This design comes from an exercise in tuning for small area and a short achievable clock period on the open sky130 flow, not from production work. Function was checked by simulation only, so behaviour that the tests miss may differ from the original. Power and IR drop assume default switching activity.

==> run R <==
// multiport_register_file
module multiport_register_file #(
  parameter int A_WIDTH  = 4,
  parameter int D_WIDTH  = 32,
  parameter int N_RD     = 2,
  parameter int N_WR     = 2,
  parameter int TRIG_REG = 5,
  parameter int MON_REG  = 10
) (
  input  logic                      CLK,
  input  logic                      RST,
  input  logic                      trigger,
  input  logic [N_WR-1:0]           WE,
  input  logic [N_WR*A_WIDTH-1:0]   WA,
  input  logic [N_WR*D_WIDTH-1:0]   WD,
  input  logic [N_RD*A_WIDTH-1:0]   RA,
  output logic [N_RD*D_WIDTH-1:0]   RD,
  output logic [N_RD-1:0]           RBUSY,
  input  logic                      ALLOC,
  input  logic [A_WIDTH-1:0]        ALLOC_A,
  output logic [D_WIDTH-1:0]        a0
);
  localparam int DEPTH = 2 ** A_WIDTH;
  logic [D_WIDTH-1:0] regs  [DEPTH];
  logic [D_WIDTH-1:0] dn    [DEPTH];    
  logic [DEPTH-1:0]   valid;
  logic [DEPTH-1:0]   busy;
  ...
==> module multiport_register_file, before the edit <==
module multiport_register_file #(
  parameter int A_WIDTH  = 4,
  parameter int D_WIDTH  = 32,
  parameter int N_RD     = 2,
  parameter int N_WR     = 2,
  parameter int TRIG_REG = 5,
  parameter int MON_REG  = 10
) (
  input  logic                      CLK,
  input  logic                      RST,
  input  logic                      trigger,
  input  logic [N_WR-1:0]           WE,
  input  logic [N_WR*A_WIDTH-1:0]   WA,
  input  logic [N_WR*D_WIDTH-1:0]   WD,
  input  logic [N_RD*A_WIDTH-1:0]   RA,
  output logic [N_RD*D_WIDTH-1:0]   RD,
  output logic [N_RD-1:0]           RBUSY,
  input  logic                      ALLOC,
  input  logic [A_WIDTH-1:0]        ALLOC_A,
  output logic [D_WIDTH-1:0]        a0
);
  localparam int DEPTH = 2 ** A_WIDTH;
  logic [D_WIDTH-1:0] regs  [DEPTH];
  logic [D_WIDTH-1:0] dn    [DEPTH];    
  logic [DEPTH-1:0]   valid;
  logic [DEPTH-1:0]   busy;
  logic [DEPTH-1:0]   h1, h0, ld, s1, s0, sh, kv;
  logic [D_WIDTH-1:0] wd1, wd0;
  assign wd1 = WD[D_WIDTH +: D_WIDTH];
  assign wd0 = WD[0 +: D_WIDTH];
  for (genvar r = 1; r < DEPTH; r++) begin : g_w
    logic t;
    assign h1[r] = WE[1] && (WA[A_WIDTH +: A_WIDTH] == A_WIDTH'(r));
    assign h0[r] = WE[0] && (WA[0 +: A_WIDTH] == A_WIDTH'(r));
    assign t     = (r == TRIG_REG) ? trigger : 1'b0;
    logic m;
    assign m     = (r == MON_REG) ? RST : 1'b0;
    assign s1[r] = h1[r] & ~t & ~m;
    assign s0[r] = h0[r] & ~h1[r] & ~t & ~m;
    assign sh[r] = ~h1[r] & ~h0[r] & ~t & ~m;
    assign ld[r] = h1[r] | h0[r] | t;
    assign kv[r] = (r == MON_REG) ? 1'b1 : valid[r];
    for (genvar b = 0; b < D_WIDTH; b++) begin : g_b
      if (r == TRIG_REG && b == 0) begin : g_t
        mprf_aoi2221 u_n (.a1(s1[r]), .a2(wd1[b]), .b1(s0[r]), .b2(wd0[b]),
                          .c1(sh[r]), .c2(regs[r][b]), .d1(t), .y(dn[r][b]));
      end else begin : g_n
        mprf_aoi222 u_n (.a1(s1[r]), .a2(wd1[b]), .b1(s0[r]), .b2(wd0[b]),
                         .c1(sh[r]), .c2(regs[r][b]), .y(dn[r][b]));
      end
    end
  end
  for (genvar r = 1; r < DEPTH; r++) begin : g_q
    if (r == MON_REG) begin : g_m
      always_ff @(posedge CLK or posedge RST) begin
        if (RST) regs[r] <= '0;
        else     regs[r] <= ~dn[r];
      end
    end else begin : g_d
      always_ff @(posedge CLK) regs[r] <= ~dn[r];
    end
  end
  always_ff @(posedge CLK or posedge RST) begin
    if (RST) begin
      valid[DEPTH-1:1] <= '0;
      busy[DEPTH-1:1]  <= '0;
    end else begin
      for (int r = 1; r < DEPTH; r++) begin
        if (ld[r]) valid[r] <= 1'b1;
        if (ALLOC && (ALLOC_A == A_WIDTH'(r))) busy[r] <= 1'b1;
        else if (h1[r] || h0[r])               busy[r] <= 1'b0;
      end
    end
  end
  for (genvar i = 0; i < N_RD; i++) begin : g_r
    logic [A_WIDTH-1:0] ra;
    logic [DEPTH-1:0]   sel;
    logic               hi1, hi0, tr, en, b1, b0, bt, vm;
    logic [D_WIDTH-1:0] st;
    logic [4:0]         part [D_WIDTH];
    logic [D_WIDTH-1:0] wpart;
    assign ra  = RA[i*A_WIDTH +: A_WIDTH];
    assign hi1 = WE[1] && (WA[A_WIDTH +: A_WIDTH] == ra);
    assign hi0 = WE[0] && (WA[0 +: A_WIDTH] == ra);
    assign tr  = trigger && (ra == A_WIDTH'(TRIG_REG));
    assign en  = ~RST & (ra != '0);
    assign b1  = en & ~tr & hi1;
    assign b0  = en & ~tr & ~hi1 & hi0;
    assign bt  = en & tr;
    assign vm  = ~RST & ~tr & ~hi1 & ~hi0;
    assign sel[0] = 1'b0;
    for (genvar r = 1; r < DEPTH; r++) begin : g_s
      assign sel[r] = (ra == A_WIDTH'(r)) & kv[r];
    end
    for (genvar b = 0; b < D_WIDTH; b++) begin : g_b
      for (genvar k = 0; k < 5; k++) begin : g_k
        mprf_aoi222 u_m (.a1(sel[3*k+1]), .a2(regs[3*k+1][b]),
                         .b1(sel[3*k+2]), .b2(regs[3*k+2][b]),
                         .c1(sel[3*k+3]), .c2(regs[3*k+3][b]), .y(part[b][k]));
      end
      assign st[b] = ~&part[b];
      if (b == 0) begin : g_t
        mprf_aoi221 u_w (.a1(b1), .a2(wd1[b]), .b1(b0), .b2(wd0[b]), .c1(bt),
                         .y(wpart[b]));
      end else begin : g_n
        mprf_aoi22 u_w (.a1(b1), .a2(wd1[b]), .b1(b0), .b2(wd0[b]), .y(wpart[b]));
      end
      assign RD[i*D_WIDTH + b] = (vm & st[b]) | ~wpart[b];
    end
    always_comb begin
      RBUSY[i] = 1'b0;
      for (int r = 1; r < DEPTH; r++)
        if (ra == A_WIDTH'(r)) RBUSY[i] = ~RST & busy[r] & ~h1[r] & ~h0[r];
    end
  end
  assign a0 = ~dn[MON_REG];
endmodule
export LEC_CHECK = 0
export CAP_MARGIN = 20
export CORE_MARGIN = 2
export CORE_UTILIZATION = 35
export PLACE_DENSITY = 0.4
export SETUP_SLACK_MARGIN = 2.5
export SLEW_MARGIN = 20
export SYNTH_HIERARCHICAL = 1
export SYNTH_MINIMUM_KEEP_SIZE = 0
create_clock -name core_clock -period 7.5 [get_ports {CLK}]
standard.sh (not shown) runs the stock make flow with config.mk's settings and CLKGATE_MAP_FILE= SYNTH_SCRIPT=/design/flow/synth_recipe.tcl, a recipe that flattens the netlist after the stock synthesis.
==> flow/flow/run.sh <==
#!/bin/bash
# Standard layout with two changes: the synthesized netlist's logic cells are
# mapped to their smallest drive strength before floorplanning (the repair
# steps size them up where needed), and the ports get plain buffers.
set -euo pipefail
HERE=$(pwd)
ARGS=("BUFFER_PORTS_ARGS=-buffer_cell sky130_fd_sc_hd__buf_2")
bash standard.sh "${ARGS[@]}" synth > flow_synth.log 2>&1
RES=$HERE/orfs/results/$FLOW_PLATFORM/multiport_register_file/base
cp $RES/1_2_yosys.v $HERE/1_2_yosys.orig.v
python3 flow/downsize.py $FLOW_HOME/platforms/$FLOW_PLATFORM/lib/sky130_fd_sc_hd__tt_025C_1v80.lib $RES/1_2_yosys.v > flow_downsize.log 2>&1
rm -f $RES/1_synth.odb
touch $RES/1_2_yosys.v
bash standard.sh "${ARGS[@]}" finish > flow_finish.log 2>&1
==> flow/flow/downsize.py <==
#!/usr/bin/env python3
# Map every combinational cell in the synthesized netlist to the smallest
# drive strength of the same function; the flow's repair steps size up
# whatever the layout's loads and timing call for.
import re, sys
lib, netlist = sys.argv[1], sys.argv[2]
cells = set(re.findall(r'cell\s*\(\s*"?(sky130_fd_sc_hd__\w+?)"?\s*\)', open(lib).read()))
keep = ('df', 'sdf', 'edf', 'dl', 'buf', 'clk', 'conb', 'tap', 'fill', 'decap', 'probe', 'lpflow', 'inv')
def small(m):
    name, base, size = m.group(0), m.group(1), m.group(2)
    func = base[len('sky130_fd_sc_hd__'):]
    if func.startswith(keep):
        return name
    for s in ('1', '0'):
        if base + '_' + s in cells:
            return base + '_' + s if int(size) > int(s) else name
    return name
text = open(netlist).read()
new = re.sub(r'\b(sky130_fd_sc_hd__\w+?)_(\d+)\b(?=\s+\S+\s*\()', small, text)
open(netlist, 'w').write(new)
==> run P: changes against run R <==
--- a/flow/design.v
+++ b/flow/design.v
@@ -58,11 +58,9 @@
     assign h0[r] = WE[0] && (WA[0 +: A_WIDTH] == A_WIDTH'(r));
     assign t     = (r == TRIG_REG) ? trigger : 1'b0;
-    logic m;
-    assign m     = (r == MON_REG) ? RST : 1'b0;
-    assign s1[r] = h1[r] & ~t & ~m;
-    assign s0[r] = h0[r] & ~h1[r] & ~t & ~m;
-    assign sh[r] = ~h1[r] & ~h0[r] & ~t & ~m;
+    assign s1[r] = h1[r] & ~t;
+    assign s0[r] = h0[r] & ~h1[r] & ~t;
+    assign sh[r] = ~h1[r] & ~h0[r] & ~t;
     assign ld[r] = h1[r] | h0[r] | t;
-    assign kv[r] = (r == MON_REG) ? 1'b1 : valid[r];
+    assign kv[r] = sh[r] & ((r == MON_REG) ? 1'b1 : valid[r]);
     for (genvar b = 0; b < D_WIDTH; b++) begin : g_b
       if (r == TRIG_REG && b == 0) begin : g_t
@@ -100,8 +98,6 @@
     logic [A_WIDTH-1:0] ra;
     logic [DEPTH-1:0]   sel;
-    logic               hi1, hi0, tr, en, b1, b0, bt, vm;
-    logic [D_WIDTH-1:0] st;
-    logic [4:0]         part [D_WIDTH];
-    logic [D_WIDTH-1:0] wpart;
+    logic               hi1, hi0, tr, en, b1, b0, bt;
+    logic [5:0]         part [D_WIDTH];
     assign ra  = RA[i*A_WIDTH +: A_WIDTH];
     assign hi1 = WE[1] && (WA[A_WIDTH +: A_WIDTH] == ra);
@@ -112,8 +108,7 @@
     assign b0  = en & ~tr & ~hi1 & hi0;
     assign bt  = en & tr;
-    assign vm  = ~RST & ~tr & ~hi1 & ~hi0;
     assign sel[0] = 1'b0;
     for (genvar r = 1; r < DEPTH; r++) begin : g_s
-      assign sel[r] = (ra == A_WIDTH'(r)) & kv[r];
+      assign sel[r] = ~RST & (ra == A_WIDTH'(r)) & kv[r];
     end
     for (genvar b = 0; b < D_WIDTH; b++) begin : g_b
@@ -123,12 +118,11 @@
                          .c1(sel[3*k+3]), .c2(regs[3*k+3][b]), .y(part[b][k]));
       end
-      assign st[b] = ~&part[b];
       if (b == 0) begin : g_t
         mprf_aoi221 u_w (.a1(b1), .a2(wd1[b]), .b1(b0), .b2(wd0[b]), .c1(bt),
-                         .y(wpart[b]));
+                         .y(part[b][5]));
       end else begin : g_n
-        mprf_aoi22 u_w (.a1(b1), .a2(wd1[b]), .b1(b0), .b2(wd0[b]), .y(wpart[b]));
+        mprf_aoi22 u_w (.a1(b1), .a2(wd1[b]), .b1(b0), .b2(wd0[b]), .y(part[b][5]));
       end
-      assign RD[i*D_WIDTH + b] = (vm & st[b]) | ~wpart[b];
+      assign RD[i*D_WIDTH + b] = ~&part[b];
     end
     always_comb begin
@@ -138,4 +132,4 @@
     end
   end
-  assign a0 = ~dn[MON_REG];
+  assign a0 = RST ? '0 : ~dn[MON_REG];
 endmodule
==> flow/run.sh (new file) <==
#!/bin/bash
# synth_recipe.tcl (not shown) runs the flow's synth.tcl, then flattens the netlist and writes it again
# the make line also repeats each setting of config.mk as NAME=value (left out here)
make -C /OpenROAD-flow-scripts/flow DESIGN_CONFIG=/design/flow/config.mk WORK_HOME=/design/flow/orfs CLKGATE_MAP_FILE= SYNTH_SCRIPT=/design/flow/synth_recipe.tcl finish
- CORE_UTILIZATION: 35 -> 30
- PLACE_DENSITY: 0.4 -> 0.35
- SETUP_SLACK_MARGIN: 2.5 -> not set
removed: flow/flow/run.sh
removed: flow/flow/downsize.py
removed: flow/standard.sh
==> notes <==
- Run P completed with no timing, DRC or antenna violations. Run R finished with timing, DRC and antenna clean.
- Of run P and run R, run P has the higher total power (gap 4.3%, measured against run R).
- In run P the cell area is higher than in run R, by 0.65%.
- In sequential cell count, run P and run R do not differ.
- Of run R and run P, run P has the higher clock-buffer cell count (gap 8).
- Clock skew is the same in run R and run P.
- Final cell count: run P is larger than run R (about 0.26%).
- In run P the via count is lower than in run R, by about 5%.
- Combinational power is about the same in run P and run R.
- Against run R, the global-route usage of run P is lower by 7.0 points.
- Between run R and run P, the lower setup slack is in run P (gap 1900 ps).
==> figures <==
metric	run P	run R
Sequential group power	3.82 mW	3.75 mW
Final non-filler cell total	3808	3798
Worst Setup Slack, final	498 ps	2440 ps
Multi-input gate share of total cell area	39.1%	40.5%
Fmax achieved	0.143 GHz	0.198 GHz
Combinational power	1.60 mW	1.62 mW
Placed instance area	0.0289 mm2	0.0269 mm2
Source of the worst hold timing path	valid[8]	busy[7]
Power density over the cells	278 mW/mm2	268 mW/mm2
Via count of the first global-routing pass	27400	27800
Run status	finished clean	finished clean
Wire length of the first global-routing pass	209000 um	214000 um
CP max stage delay	900 ps	470 ps
Area fraction of clock buffers and clock inverters	6.91%	6.12%
Synth Net Count	2426	2543
Vert. Die Dim	287 um	265 um
Fraction of the core area covered by cells at the end of the flow	39.2%	45.7%
Hold EP	valid[8]	busy[7]
Layout multi-input combinational cell count	1313	1446
Proportion of total power due to net switching	31.0%	32.1%
Half-perimeter wire length of the detailed placement result	82500 um	78400 um

==> separate check: timing with driven ports <==
The results above use ideal ports. As a check the final layouts listed here were re-extracted and re-timed, cells and wires unchanged.
Step 1, drivers: a clkbuf_16 drives CLK and a buf_2 each remaining input, both assumed.
Step 2, shift: input delay + t, output delay - t, t = (earliest + latest rising clock arrival at the registers) / 2. This alone moves slack from input paths to output paths.
Three values: no drivers, after step 1, after step 2; two values: the first two.
| run | t (ns) | setup slack, ns | worst register clock-pin slew, ns |
|---|---|---|---|
| run R | 0.707 | 2.438 / 2.405 / 2.405 | 0.07 / 0.07 |
| run P | 0.684 | 0.498 / 0.470 / 0.470 | 0.06 / 0.06 |
After both steps setup and hold are still met in every run listed. The setup slack of run R, which loses most, moves by -0.033 ns with the drivers and by -0.033 ns with both steps.
